Background: an optimization exercise with open tools, aiming at a short achievable clock period and few clock cycles. Do not read the settings as production practice. Function was checked by simulation only, so behaviour that the tests miss may differ from the original. Power is estimated from default activity; no workload was simulated.

==> design/flow/design.v <==
package riscv_isa_pkg;
  localparam int INSN_W     = 32;
  localparam int REG_ADDR_W = 5;
  typedef enum logic [6:0] {
    OPC_JAL    = 7'b110_1111,
    OPC_JALR   = 7'b110_0111,
    OPC_BRANCH = 7'b110_0011,
    OPC_LOAD   = 7'b000_0011,
    OPC_STORE  = 7'b010_0011,
    OPC_IMM    = 7'b001_0011,
    OPC_ALSU   = 7'b011_0011,
    OPC_SYSTEM = 7'b111_0011
  } opcode_t;
  localparam logic [2:0] F3_ADD = 3'b000;
  localparam logic [2:0] F3_XOR = 3'b100;
  localparam logic [2:0] F3_OR  = 3'b110;
  localparam logic [2:0] F3_AND = 3'b111;
  localparam logic [2:0] F3_BEQ = 3'b000;
  localparam logic [2:0] F3_BNE = 3'b001;
  localparam logic [2:0] F3_BLT = 3'b100;
  localparam logic [2:0] F3_BGE = 3'b101;
  localparam logic [6:0] F7_BASE = 7'b000_0000;
  localparam logic [6:0] F7_ALT  = 7'b010_0000;
  localparam logic [31:0] EBREAK_WORD = 32'h0010_0073;
  typedef enum logic [1:0] {
    IMM_I,
    IMM_S,
    IMM_B,
    IMM_J
  } imm_kind_t;
endpackage
package core_pkg;
  localparam int XLEN     = 32;
  localparam int NUM_REGS = 32;
  localparam logic [XLEN-1:0] RESET_ADDR = '0;
  localparam logic [XLEN-1:0] NOP_WORD = 32'h0000_0013;
  typedef enum logic [3:0] {
    ALU_ADD,
    ALU_SUB,
    ALU_XOR,
    ALU_OR,
    ALU_AND,
    ALU_EQ,
    ALU_NE,
    ALU_LTS,
    ALU_GES
  } alu_op_t;
  typedef struct packed {
    alu_op_t alu_op;
    logic    use_imm;
    logic    is_branch;
    logic    is_jump;
    logic    jump_reg_base;
    logic    mem_read;
    logic    mem_write;
    logic    reg_write;
    logic    mem_to_reg;
    logic    halt;
  } ctrl_t;
  localparam int CTRL_W = 13;   
endpackage
`timescale 1ns/10ps
module rf_read (
  input  logic [31*32-1:0] regs_i,
  input  logic [31:1]      sel_i,
  output logic [31:0]      data_o
);
  always_comb begin
    data_o = '0;
    for (int k = 1; k < 32; k++) begin
      data_o = data_o | ({32{sel_i[k]}} & regs_i[(k-1)*32 +: 32]);
    end
  end
endmodule
`timescale 1ns/10ps
module pg_gen #(
  parameter int W = 32
) (
  input  logic [W-1:0] a_i,
  input  logic [W-1:0] b_i,
  output logic [W-1:0] p_o,
  output logic [W-1:0] g_o
);
  assign p_o = a_i ^ b_i;
  assign g_o = a_i & b_i;
endmodule
module ks_tree #(
  parameter int W = 32
) (
  input  logic [W-1:0] p_i,
  input  logic [W-1:0] g_i,
  input  logic         cin_i,
  output logic [W-1:0] c_o
);
  function automatic int ceil_log2(input int v);
    ceil_log2 = 0;
    for (int i = 0; i < 31; i++) begin
      if ((1 << i) < v) ceil_log2 = i + 1;
    end
  endfunction
  localparam int L = ceil_log2(W);
  logic [W-1:0] gg [0:L];
  logic [W-1:0] pp [0:L];
  always_comb begin
    gg[0]    = g_i;
    pp[0]    = p_i;
    gg[0][0] = g_i[0] | (p_i[0] & cin_i);
    for (int l = 0; l < L; l++) begin
      for (int i = 0; i < W; i++) begin
        if (i >= (1 << l)) begin
          gg[l+1][i] = gg[l][i] | (pp[l][i] & gg[l][i - (1 << l)]);
          pp[l+1][i] = pp[l][i] & pp[l][i - (1 << l)];
        end else begin
          gg[l+1][i] = gg[l][i];
          pp[l+1][i] = pp[l][i];
        end
      end
    end
    c_o = gg[L];
  end
endmodule
module ks_add #(
  parameter int W = 32
) (
  input  logic [W-1:0] a_i,
  input  logic [W-1:0] b_i,
  input  logic         cin_i,
  output logic [W-1:0] sum_o,
  output logic         cout_o
);
  logic [W-1:0] p, g, c;
  pg_gen  #(.W(W)) u_pg   (.a_i(a_i), .b_i(b_i), .p_o(p), .g_o(g));
  ks_tree #(.W(W)) u_tree (.p_i(p), .g_i(g), .cin_i(cin_i), .c_o(c));
  assign sum_o  = p ^ {c[W-2:0], cin_i};
  assign cout_o = c[W-1];
endmodule
module inc_dec #(
  parameter int W = 20
) (
  input  logic [W-1:0] v_i,
  output logic [W-1:0] inc_o,
  output logic [W-1:0] dec_o
);
  ks_add #(.W(W)) u_inc (.a_i(v_i), .b_i({W{1'b0}}), .cin_i(1'b1), .sum_o(inc_o), .cout_o());
  ks_add #(.W(W)) u_dec (.a_i(v_i), .b_i({W{1'b1}}), .cin_i(1'b0), .sum_o(dec_o), .cout_o());
endmodule
module cs_hi #(
  parameter int W = 20
) (
  input  logic [W-1:0] base_i,
  input  logic [W-1:0] inc_i,
  input  logic [W-1:0] dec_i,
  input  logic         c_i,
  input  logic         s_i,
  output logic [W-1:0] hi_o
);
  assign hi_o = (c_i == s_i) ? base_i : (c_i ? inc_i : dec_i);
endmodule
`timescale 1ns/10ps
module ao_sel #(
  parameter int N = 8
) (
  input  logic [N*32-1:0] d_i,
  input  logic [N-1:0]    s_i,
  input  logic [31:0]     or_i,
  output logic [31:0]     y_o
);
  always_comb begin
    y_o = or_i;
    for (int k = 0; k < N; k++) begin
      y_o = y_o | ({32{s_i[k]}} & d_i[k*32 +: 32]);
    end
  end
endmodule
`timescale 1ns/10ps
module micro_riscv_top (
  input  logic        clk_i,
  input  logic        reset_i,
  output logic [31:0] instr_addr_o,
  input  logic [31:0] instr_rdata_i,
  output logic [31:0] data_addr_o,
  input  logic [31:0] data_rdata_i,
  output logic [31:0] data_wdata_o,
  output logic        data_re_o,
  output logic        data_we_o,
  output logic        finish_o
);
  logic [31:0] pc_f, pc_o;
  logic        x_valid, x_wen, x_ld, x_st, x_br, x_fast, x_mjump, x_ebreak, x_lnk;
  logic        x_s_add, x_s_sub, x_s_xor, x_s_or, x_s_and, x_s_lnk;
  logic        x_pred, x_off4, x_off8, x_blt, x_inv, x_b0, x_fsd;
  logic [4:0]  x_rd;
  logic [31:0] x_a, x_b, x_off, x_link, x_alt;
  logic        m_re, m_we, m_ld, m_redir, m_skip;
  logic [31:1] m_wsel;
  logic [4:0]  m_rd;
  logic        m_wen;
  logic [31:0] m_result, m_addr, m_wdata, m_tgt;
  logic        fin, fin_o;
  logic [31:0] regs [1:31];
  logic [31*32-1:0] regs_flat;
  always_comb begin
    for (int k = 1; k < 32; k++) regs_flat[(k-1)*32 +: 32] = regs[k];
  end
  logic [31:0] wb_data;
  assign wb_data = m_ld ? data_rdata_i : m_result;
  logic [31:0] ir;
  assign ir = instr_rdata_i;
  logic [6:0] opc;
  logic [2:0] f3;
  logic [6:0] f7;
  logic [4:0] rd, rs1, rs2;
  assign opc = ir[6:0];
  assign f3  = ir[14:12];
  assign f7  = ir[31:25];
  assign rd  = ir[11:7];
  assign rs1 = ir[19:15];
  assign rs2 = ir[24:20];
  logic is_addi, is_r, is_ld, is_st, is_br, is_jal, is_jalr, is_ebreak;
  assign is_addi   = (opc == 7'b0010011) && (f3 == 3'b000);
  assign is_r      = (opc == 7'b0110011) &&
                     (((f7 == 7'b0000000) && (f3 == 3'b000 || f3 == 3'b100 || f3 == 3'b110 || f3 == 3'b111)) ||
                      ((f7 == 7'b0100000) && (f3 == 3'b000)));
  assign is_ld     = (opc == 7'b0000011);
  assign is_st     = (opc == 7'b0100011);
  assign is_br     = (opc == 7'b1100011) && (f3 == 3'b000 || f3 == 3'b001 || f3 == 3'b100 || f3 == 3'b101);
  assign is_jal    = (opc == 7'b1101111);
  assign is_jalr   = (opc == 7'b1100111);
  assign is_ebreak = (ir == 32'h0010_0073);
  logic uses_rs1, uses_rs2, b_rs2, writes;
  assign uses_rs1 = is_addi | is_r | is_ld | is_st | is_br | is_jalr;
  assign uses_rs2 = is_r | is_br;
  assign b_rs2    = is_r | is_br | is_st;
  assign writes   = (is_addi | is_r | is_ld | is_jal | is_jalr) && (rd != 5'd0);
  logic [31:0] iimm, simm, bimm, jimm;
  assign iimm = {{20{ir[31]}}, ir[31:20]};
  assign simm = {{20{ir[31]}}, ir[31:25], ir[11:7]};
  assign bimm = {{19{ir[31]}}, ir[31], ir[7], ir[30:25], ir[11:8], 1'b0};
  assign jimm = {{11{ir[31]}}, ir[31], ir[19:12], ir[20], ir[30:21], 1'b0};
  logic x_wl, hit1, hit2, fwd1, fwd2, byp1, byp2;
  assign x_wl = x_wen && !m_skip;
  assign hit1 = x_wl && (x_rd == rs1);
  assign hit2 = x_wl && (x_rd == rs2);
  assign fwd1 = hit1 && !x_ld;
  assign fwd2 = hit2 && !x_ld;
  assign byp1 = m_wen && (m_rd == rs1);
  assign byp2 = m_wen && (m_rd == rs2);
  logic stall;
  assign stall = x_ld && ((uses_rs1 && hit1) || (uses_rs2 && hit2));
  logic        a_res, a_wb, a_reg;
  logic [31:1] a_rf;
  assign a_res = !is_jal && fwd1;
  assign a_wb  = !is_jal && !fwd1 && byp1;
  assign a_reg = !is_jal && !fwd1 && !byp1;
  always_comb begin
    for (int k = 1; k < 32; k++) a_rf[k] = (rs1 == 5'(k));
  end
  logic        b_res, b_wb, b_reg;
  logic [31:1] b_rf;
  assign b_res = b_rs2 && fwd2;
  assign b_wb  = b_rs2 && !fwd2 && byp2;
  assign b_reg = b_rs2 && !fwd2 && !byp2;
  always_comb begin
    for (int k = 1; k < 32; k++) b_rf[k] = (rs2 == 5'(k));
  end
  logic [31:0] rf_a, rf_b;
  rf_read u_rf_a (.regs_i(regs_flat), .sel_i(a_rf), .data_o(rf_a));
  rf_read u_rf_b (.regs_i(regs_flat), .sel_i(b_rf), .data_o(rf_b));
  logic [31:0] pc_inc;
  assign pc_inc = pc_f + 32'd4;
  logic [19:0] pc_hi_p, pc_hi_m, lk_hi_p, lk_hi_m;
  inc_dec #(.W(20)) u_pc_hi (.v_i(pc_f[31:12]),   .inc_o(pc_hi_p), .dec_o(pc_hi_m));
  inc_dec #(.W(20)) u_lk_hi (.v_i(x_link[31:12]), .inc_o(lk_hi_p), .dec_o(lk_hi_m));
  logic [11:0] br_lo, jal_lo, jr_lo;
  logic        br_c, jal_c, jr_c;
  ks_add #(.W(12)) u_br_lo  (.a_i(pc_f[11:0]),   .b_i(bimm[11:0]), .cin_i(1'b0), .sum_o(br_lo),  .cout_o(br_c));
  ks_add #(.W(12)) u_jal_lo (.a_i(pc_f[11:0]),   .b_i(jimm[11:0]), .cin_i(1'b0), .sum_o(jal_lo), .cout_o(jal_c));
  ks_add #(.W(12)) u_jr_lo  (.a_i(x_link[11:0]), .b_i(iimm[11:0]), .cin_i(1'b0), .sum_o(jr_lo),  .cout_o(jr_c));
  logic [19:0] br_hi, jal_hi, jr_hi;
  cs_hi #(.W(20)) u_br_hi  (.base_i(pc_f[31:12]),   .inc_i(pc_hi_p), .dec_i(pc_hi_m), .c_i(br_c),  .s_i(ir[31]), .hi_o(br_hi));
  cs_hi #(.W(20)) u_jal_hi (.base_i(pc_f[31:12]),   .inc_i(pc_hi_p), .dec_i(pc_hi_m), .c_i(jal_c), .s_i(ir[31]), .hi_o(jal_hi));
  cs_hi #(.W(20)) u_jr_hi  (.base_i(x_link[31:12]), .inc_i(lk_hi_p), .dec_i(lk_hi_m), .c_i(jr_c),  .s_i(ir[31]), .hi_o(jr_hi));
  logic [31:0] t_br, t_jal, t_jr;
  assign t_br  = {br_hi, br_lo};
  assign t_jal = {jal_hi, jal_lo};
  assign t_jr  = {jr_hi, jr_lo[11:1], 1'b0};
  logic jal_short;
  assign jal_short = (ir[19:12] == {8{ir[31]}}) && (ir[20] == ir[31]);
  logic jalr_fwd, f_go;
  assign jalr_fwd = is_jalr && x_lnk && !m_skip && (x_rd == rs1);
  assign f_go     = (is_jal && jal_short && (jimm != 32'd4)) || (is_br && ir[31]) || jalr_fwd;
  logic [31:0] sum, dif, adr, r_xor, r_or, r_and;
  ks_add #(.W(32)) u_add (.a_i(x_a), .b_i(x_b),   .cin_i(1'b0), .sum_o(sum), .cout_o());
  ks_add #(.W(32)) u_sub (.a_i(x_a), .b_i(~x_b),  .cin_i(1'b1), .sum_o(dif), .cout_o());
  ks_add #(.W(32)) u_adr (.a_i(x_a), .b_i(x_off), .cin_i(1'b0), .sum_o(adr), .cout_o());
  assign r_xor = x_a ^ x_b;
  assign r_or  = x_a | x_b;
  assign r_and = x_a & x_b;
  logic [32*6-1:0] res_d;
  assign res_d = {x_link, r_and, r_or, r_xor, dif, sum};
  logic [31:0] res;
  ao_sel #(.N(6)) u_res (.d_i(res_d), .s_i({x_s_lnk, x_s_and, x_s_or, x_s_xor, x_s_sub, x_s_add}),
                         .or_i(32'd0), .y_o(res));
  logic [31:0] a_n, b_n;
  ao_sel #(.N(9)) u_a_n (.d_i({rf_a, pc_f, wb_data, res_d}),
                         .s_i({a_reg, is_jal, a_wb, {6{a_res}} & {x_s_lnk, x_s_and, x_s_or, x_s_xor, x_s_sub, x_s_add}}),
                         .or_i(32'd0), .y_o(a_n));
  ao_sel #(.N(9)) u_b_n (.d_i({rf_b, iimm, wb_data, res_d}),
                         .s_i({b_reg, is_addi, b_wb, {6{b_res}} & {x_s_lnk, x_s_and, x_s_or, x_s_xor, x_s_sub, x_s_add}}),
                         .or_i(32'd0), .y_o(b_n));
  logic eq, lt_fast, taken_fast;
  assign eq         = (x_a == x_b);
  assign lt_fast    = x_b0 ? x_a[31] : (!x_b[31] && !eq);
  assign taken_fast = (x_blt ? lt_fast : eq) ^ x_inv;
  logic lt, taken_slow;
  assign lt         = (x_a[31] != x_b[31]) ? x_a[31] : dif[31];
  assign taken_slow = lt ^ x_inv;
  logic x_live, x_redir, x_skip, x_halt;
  assign x_live  = x_valid && !m_redir && !m_skip;
  assign x_redir = x_live && x_br && x_fast &&
                   (taken_fast ? (!x_pred && !x_off4 && !x_off8) : x_pred);
  assign x_skip  = x_live && x_br && x_fast && taken_fast && !x_pred && x_off8;
  assign x_halt  = x_live && x_ebreak;
  logic kill_f, f_redir, f_live;
  assign kill_f  = m_redir || x_redir || x_skip || x_halt || fin;
  assign f_redir = !kill_f && !stall && f_go;
  assign f_live  = !kill_f && !stall;
  logic slow_br, slow_mis, slow_skip;
  assign slow_br   = x_live && x_br && !x_fast;
  assign slow_mis  = slow_br && (taken_slow ? (!x_pred && !x_off4 && !(x_off8 && !f_redir)) : x_pred);
  assign slow_skip = slow_br && taken_slow && !x_pred && x_off8 && !f_redir;
  logic s_m, s_x, s_hold, s_jal, s_br, s_jr, s_inc;
  assign s_m    = m_redir;
  assign s_x    = x_redir || x_skip;
  assign s_hold = stall && !m_redir;
  assign s_jal  = f_redir && is_jal;
  assign s_br   = f_redir && is_br;
  assign s_jr   = f_redir && is_jalr;
  assign s_inc  = !m_redir && !s_x && !stall && !f_redir;
  logic [31:0] pc_n, pc_no;
  ao_sel #(.N(7)) u_pc_n  (.d_i({pc_f, m_tgt, x_alt, t_jal, t_br, t_jr, pc_inc}),
                           .s_i({s_hold, s_m, s_x, s_jal, s_br, s_jr, s_inc}),
                           .or_i(32'd0), .y_o(pc_n));
  ao_sel #(.N(7)) u_pc_no (.d_i({pc_o, m_tgt, x_alt, t_jal, t_br, t_jr, pc_inc}),
                           .s_i({s_hold, s_m, s_x, s_jal, s_br, s_jr, s_inc}),
                           .or_i(32'd0), .y_o(pc_no));
  logic [31:1] wsel_n;
  always_comb begin
    for (int k = 1; k < 32; k++) wsel_n[k] = x_live && x_wen && (x_rd == 5'(k));
  end
  always_ff @(posedge clk_i or posedge reset_i) begin
    if (reset_i) begin
      pc_f    <= 32'd0;
      pc_o    <= 32'd0;
      x_valid <= 1'b0;
      x_wen   <= 1'b0;
      x_ld    <= 1'b0;
      x_lnk   <= 1'b0;
      m_re    <= 1'b0;
      m_we    <= 1'b0;
      m_wen   <= 1'b0;
      m_wsel  <= '0;
      m_redir <= 1'b0;
      m_skip  <= 1'b0;
      fin     <= 1'b0;
      fin_o   <= 1'b0;
    end else begin
      pc_f <= pc_n;
      pc_o <= pc_no;
      x_valid <= f_live;
      x_wen   <= f_live && writes;
      x_ld    <= f_live && is_ld;
      x_lnk   <= f_live && (is_jal || is_jalr) && (rd != 5'd0);
      m_re    <= x_live && x_ld;
      m_we    <= x_live && x_st;
      m_wen   <= x_live && x_wen;
      m_wsel  <= wsel_n;
      m_redir <= slow_mis || (x_live && x_mjump);
      m_skip  <= slow_skip;
      fin   <= fin   || x_halt;
      fin_o <= fin_o || x_halt;
    end
  end
  always_ff @(posedge clk_i) begin
    x_st     <= is_st;
    x_br     <= is_br;
    x_fast   <= !f3[2] || (rs1 == 5'd0) || (rs2 == 5'd0);
    x_b0     <= (rs2 == 5'd0);
    x_mjump  <= (is_jalr && !jalr_fwd) || (is_jal && !jal_short);
    x_ebreak <= is_ebreak;
    x_s_add  <= is_addi || (is_r && (f3 == 3'b000) && !f7[5]);
    x_s_sub  <= is_r && (f3 == 3'b000) && f7[5];
    x_s_xor  <= is_r && (f3 == 3'b100);
    x_s_or   <= is_r && (f3 == 3'b110);
    x_s_and  <= is_r && (f3 == 3'b111);
    x_s_lnk  <= is_jal || is_jalr;
    x_pred   <= ir[31];
    x_off4   <= (bimm == 32'd4);
    x_off8   <= (bimm == 32'd8);
    x_blt    <= f3[2];
    x_inv    <= f3[0];
    x_rd     <= rd;
    x_fsd    <= hit2 && x_ld;
    x_a      <= a_n;
    x_b      <= b_n;
    x_off    <= is_st ? simm : (is_jal ? jimm : iimm);
    x_link   <= pc_inc;
    x_alt    <= ir[31] ? pc_inc : t_br;
    m_ld     <= x_ld;
    m_rd     <= x_rd;
    m_result <= res;
    m_addr   <= adr;
    m_wdata  <= x_fsd ? data_rdata_i : x_b;
    m_tgt    <= x_mjump ? {adr[31:1], 1'b0} : x_alt;
  end
  always_ff @(posedge clk_i or posedge reset_i) begin
    if (reset_i) begin
      for (int i = 1; i < 32; i++) regs[i] <= 32'd0;
    end else begin
      for (int i = 1; i < 32; i++) begin
        if (m_wsel[i]) regs[i] <= wb_data;
      end
    end
  end
  assign instr_addr_o = pc_o;
  assign data_addr_o  = m_addr;
  assign data_wdata_o = m_wdata;
  assign data_re_o    = m_re;
  assign data_we_o    = m_we;
  assign finish_o     = fin_o;
endmodule
==> design/flow/run.sh <==
#!/bin/bash
# synth_recipe.tcl (not shown) runs the flow's synth.tcl, then flattens the netlist and writes it again
# the make line also repeats each setting of config.mk as NAME=value (left out here)
make -C /OpenROAD-flow-scripts/flow DESIGN_CONFIG=/design/flow/config.mk WORK_HOME=/design/flow/orfs CLKGATE_MAP_FILE= SYNTH_SCRIPT=/design/flow/synth_recipe.tcl finish
==> design/flow/config.mk <==
export PLATFORM = sky130hd
export DESIGN_NAME = micro_riscv_top
export DESIGN_NICKNAME = micro_riscv_top
export VERILOG_FILES = /design/flow/design.v
export SDC_FILE = /design/flow/constraint.sdc
export NUM_CORES = 8
export LEC_CHECK = 0
export CAP_MARGIN = 20
export CORE_MARGIN = 2
export CORE_UTILIZATION = 25
export SETUP_SLACK_MARGIN = 5
export SLEW_MARGIN = 20
export SYNTH_HIERARCHICAL = 1
==> design/flow/constraint.sdc <==
create_clock -name core_clock -period 8.0 [get_ports {clk_i}]
set_input_delay 1.6000 -clock core_clock [delete_from_list [all_inputs] [get_ports {clk_i}]]
set_output_delay 1.6000 -clock core_clock [all_outputs]
set_load 0.01 [all_outputs]
==> flow_metrics.env <==
export IMPL_status="no timing/DRC/antenna violations"
export IMPL_stdcell_area_um2=99300
export IMPL_route_vias_total=74068
export IMPL_fp_dieW_um=563
export IMPL_postRouteAntennaNets=0
export IMPL_port_buffers=164
export IMPL_drt_iter0_drc=11160
export IMPL_min_period_ns=3.53
export IMPL_crit_fanout=9
export IMPL_grt_pass1_wl_mm=489
export IMPL_tightestPinTransition_ns=1.21
export IMPL_switching_power_mw=7.97
export IMPL_min_path_cells=2
export IMPL_internal_power_mw=15.0
export IMPL_clk_pin_slew_ns=0.07
export IMPL_power_density_nw_per_um2=231
export IMPL_holdPathEnd="m_skip"
export IMPL_grt_max_degree=151
export IMPL_min_period_over_period_pct=44.1
export IMPL_synth_cells=8345
export IMPL_grt_usage_pct=20.7
export IMPL_clock_skew_ns=0.0557
export IMPL_drc=0
export IMPL_leakage_nw=38.2
export IMPL_cts_sinks=1403
export IMPL_yosys_warnings=21
export IMPL_clockRootBuffer="clkbuf_16"
export IMPL_reg2reg_depth=14
export IMPL_timing_fmax_mhz=284
export IMPL_cts_hold_buffers_added=0
export IMPL_wirelength_mm=344
export IMPL_required_ns=8.68
export IMPL_cts_path_max_buffers=3
export IMPL_place_congestion=0.977
export IMPL_syn_area_um2=78100
export IMPL_antenna_found_initial=18
export IMPL_post_drt_wl_per_cell_um=26.4
export IMPL_setup_viol=0
export IMPL_grt_pass1_vias=69280
export IMPL_finalMaxSlewViolations=0
export IMPL_hold_viol=0
export IMPL_dieArea_um2=317000
export IMPL_maxCapViolCount=0
export IMPL_htreeDepth=4
export IMPL_dpl_hpwl_mm=207
export IMPL_arrival_ns=4.21
export IMPL_r2r_start="x_a[2]"
export IMPL_drtPass1Iterations=10
export IMPL_p_clk_share_pct=33.5
export IMPL_crit_type="in -> reg"
export IMPL_relSlewSlack_pct=18.1
export IMPL_fin_nets=9095
export IMPL_overflow=0
export IMPL_syn_to_final_growth_pct=27.1
export IMPL_viasPerCell=5.68
export IMPL_hp_class="reg -> reg"
export IMPL_crit_path_start="instr_rdata_i[20]"
export IMPL_cp_start_kind="primary input"
export IMPL_io_pins=165
export IMPL_finalWorstSetupSlack_ns=4.47
export IMPL_critPathCaptureType="register"
export IMPL_p_comb_share_pct=30.6
export IMPL_rows=205
export IMPL_die_y_um=563
export IMPL_place_ws_ns=2.09
export IMPL_core_um2=311000
export IMPL_layout_drive_gt1_share_pct=22.4
export IMPL_dpl_cell_area_um2=85300
export IMPL_cts_tree="done"
export IMPL_initial_core_util_pct=25.1
export IMPL_cts_inserted_buffers=154
export IMPL_sw_frac_of_total_pct=34.7
export IMPL_clock_latency_ns=0.85
export IMPL_vdd_drop_max_mv=0.188
export IMPL_rsz0062_at_grt="true"
export IMPL_min_delay_start="x_off8"
export IMPL_syn_area_per_cell_um2=9.36
export IMPL_seqPwrFrac_pct=35.9
export IMPL_r2r_slack_ns=4.49
export IMPL_worstReg2RegEnd="pc_o[12]"
area by class of cell:
class                           instances  area [um2]
Tap cell                             4140        5180
Timing Repair inverter                  1        5.00
Timing Repair Buffer                  669        8160
Multi-Input combinational cell       6325       46000
Fill cell                           31821      212000
Clock inverter                         61         797
Inverter                              197         812
Clock buffer                          226        4550
Sequential cell                      1403       33800
Antenna cell                            8        20.0
per-stage QoR:
stage	TNS (ns)	hold WS, ns	util, %	cells	power (mW)
after detailed placement	0	0.456	27.4	12404	13.9
final	0	0.488	31.9	13030	22.9
after global placement	0	0.456	27.3	12397	13.8
after global routing	0	0.493	31.9	13025	23.7
after floorplan	-9606.41	0.326	-	8602	12.1
after CTS	0	0.474	31.3	12961	22.4
repair_timing:
item / in CTS / in global routing
gates cloned: 64 / 3
gates resized for setup: 1394 / 264
endpoints found under the setup margin: 326 / 278
pin swaps: 409 / 221
setup buffers: 206 / 56
per-layer routing:
layer	wire length (um)	vias to the layer above	track usage (%)
met1	138000	36295	27.7
met2	144000	4743	29.8
met5	38	-	0
met4	21300	6	11.7
li1	-	31997	-
met3	40400	1027	5.65
worst max-delay path, cell delays in order:
cell and delay (ns):
buf_6 0.10, buf_12 0.14, ha_4 0.15, a21o_1 0.17, a21o_1 0.20, a31oi_4 0.22
o211ai_1 0.20, a31o_4 0.35, buf_12 0.14, buf_16 0.14, mux2i_1 0.17, mux2i_1 0.15
a221oi_2 0.36, nand3_1 0.10
power by group through the flow:
stage	sequential, mW	combinational, mW	clock (mW)
after CTS	8.21	6.44	7.73
after global routing	8.28	7.44	8.02
final	8.24	7.02	7.68
after detailed placement	8.33	5.57	0
after floorplan	8.14	3.92	0
after global placement	8.32	5.52	0
registers in the layout, summed over array words and instances (netlist names), 20 cells and up:
register	cells
m_addr	32
m_result	32
m_tgt	32
m_wdata	32
m_wsel	31
pc_f	32
pc_o	32
regs	992
x_a	32
x_alt	32
x_b	32
x_link	32
x_off	20
worst max path at each step:
| stage | cells past startpoint | endpoint | slack, ns |
|---|---|---|---|
| floorplan | 1 | fin | -8.75 |
| global placement | 11 | x_a[13] | 2.13 |
| detailed placement | 11 | x_a[13] | 2.09 |
| CTS | 15 | pc_o[12] | 4.62 |
| global route | 14 | pc_o[19] | 4.42 |
| finish | 14 | pc_o[22] | 4.47 |
cells in the final DEF (no fill, tap or decap), types with 200 or more instances in the layout:
| master | instances |
|---|---|
| a21oi_1 | 1230 |
| a22oi_1 | 900 |
| buf_4 | 279 |
| conb_1 | 263 |
| dfrtp_1 | 1058 |
| dfxtp_1 | 236 |
| nand3_1 | 200 |
| nand4_1 | 246 |
| nor2_1 | 1123 |
| xor2_1 | 220 |
Testbench counts, summed over its fixed seeds: cycles 70,190.

afterwards: timing with drivers on the ports:
How much do the figures lean on ideal ports? The routed layout below was timed once more, with nothing changed but the port constraints.
Step 1 assumes that a clkbuf_16 drives the clock port and a buf_2 every other input.
Step 2, shift: input delay + t, output delay - t, t = (earliest + latest rising clock arrival at the registers) / 2. This alone moves slack from input paths to output paths.
Three values: no drivers, after step 1, after step 2; two values: the first two.
shift t [ns]: 0.925
setup slack, ns: 4.474 / 4.492 / 3.580
hold slack, ns: 0.488 / 0.488 / 0.488
worst data-port slew with drivers (ns): 0.19
pins driven straight from the clock port: 1
After both steps setup and hold are still met in this run. For this run, drivers alone change the setup slack by +0.018 ns; drivers and shift together by -0.894 ns.
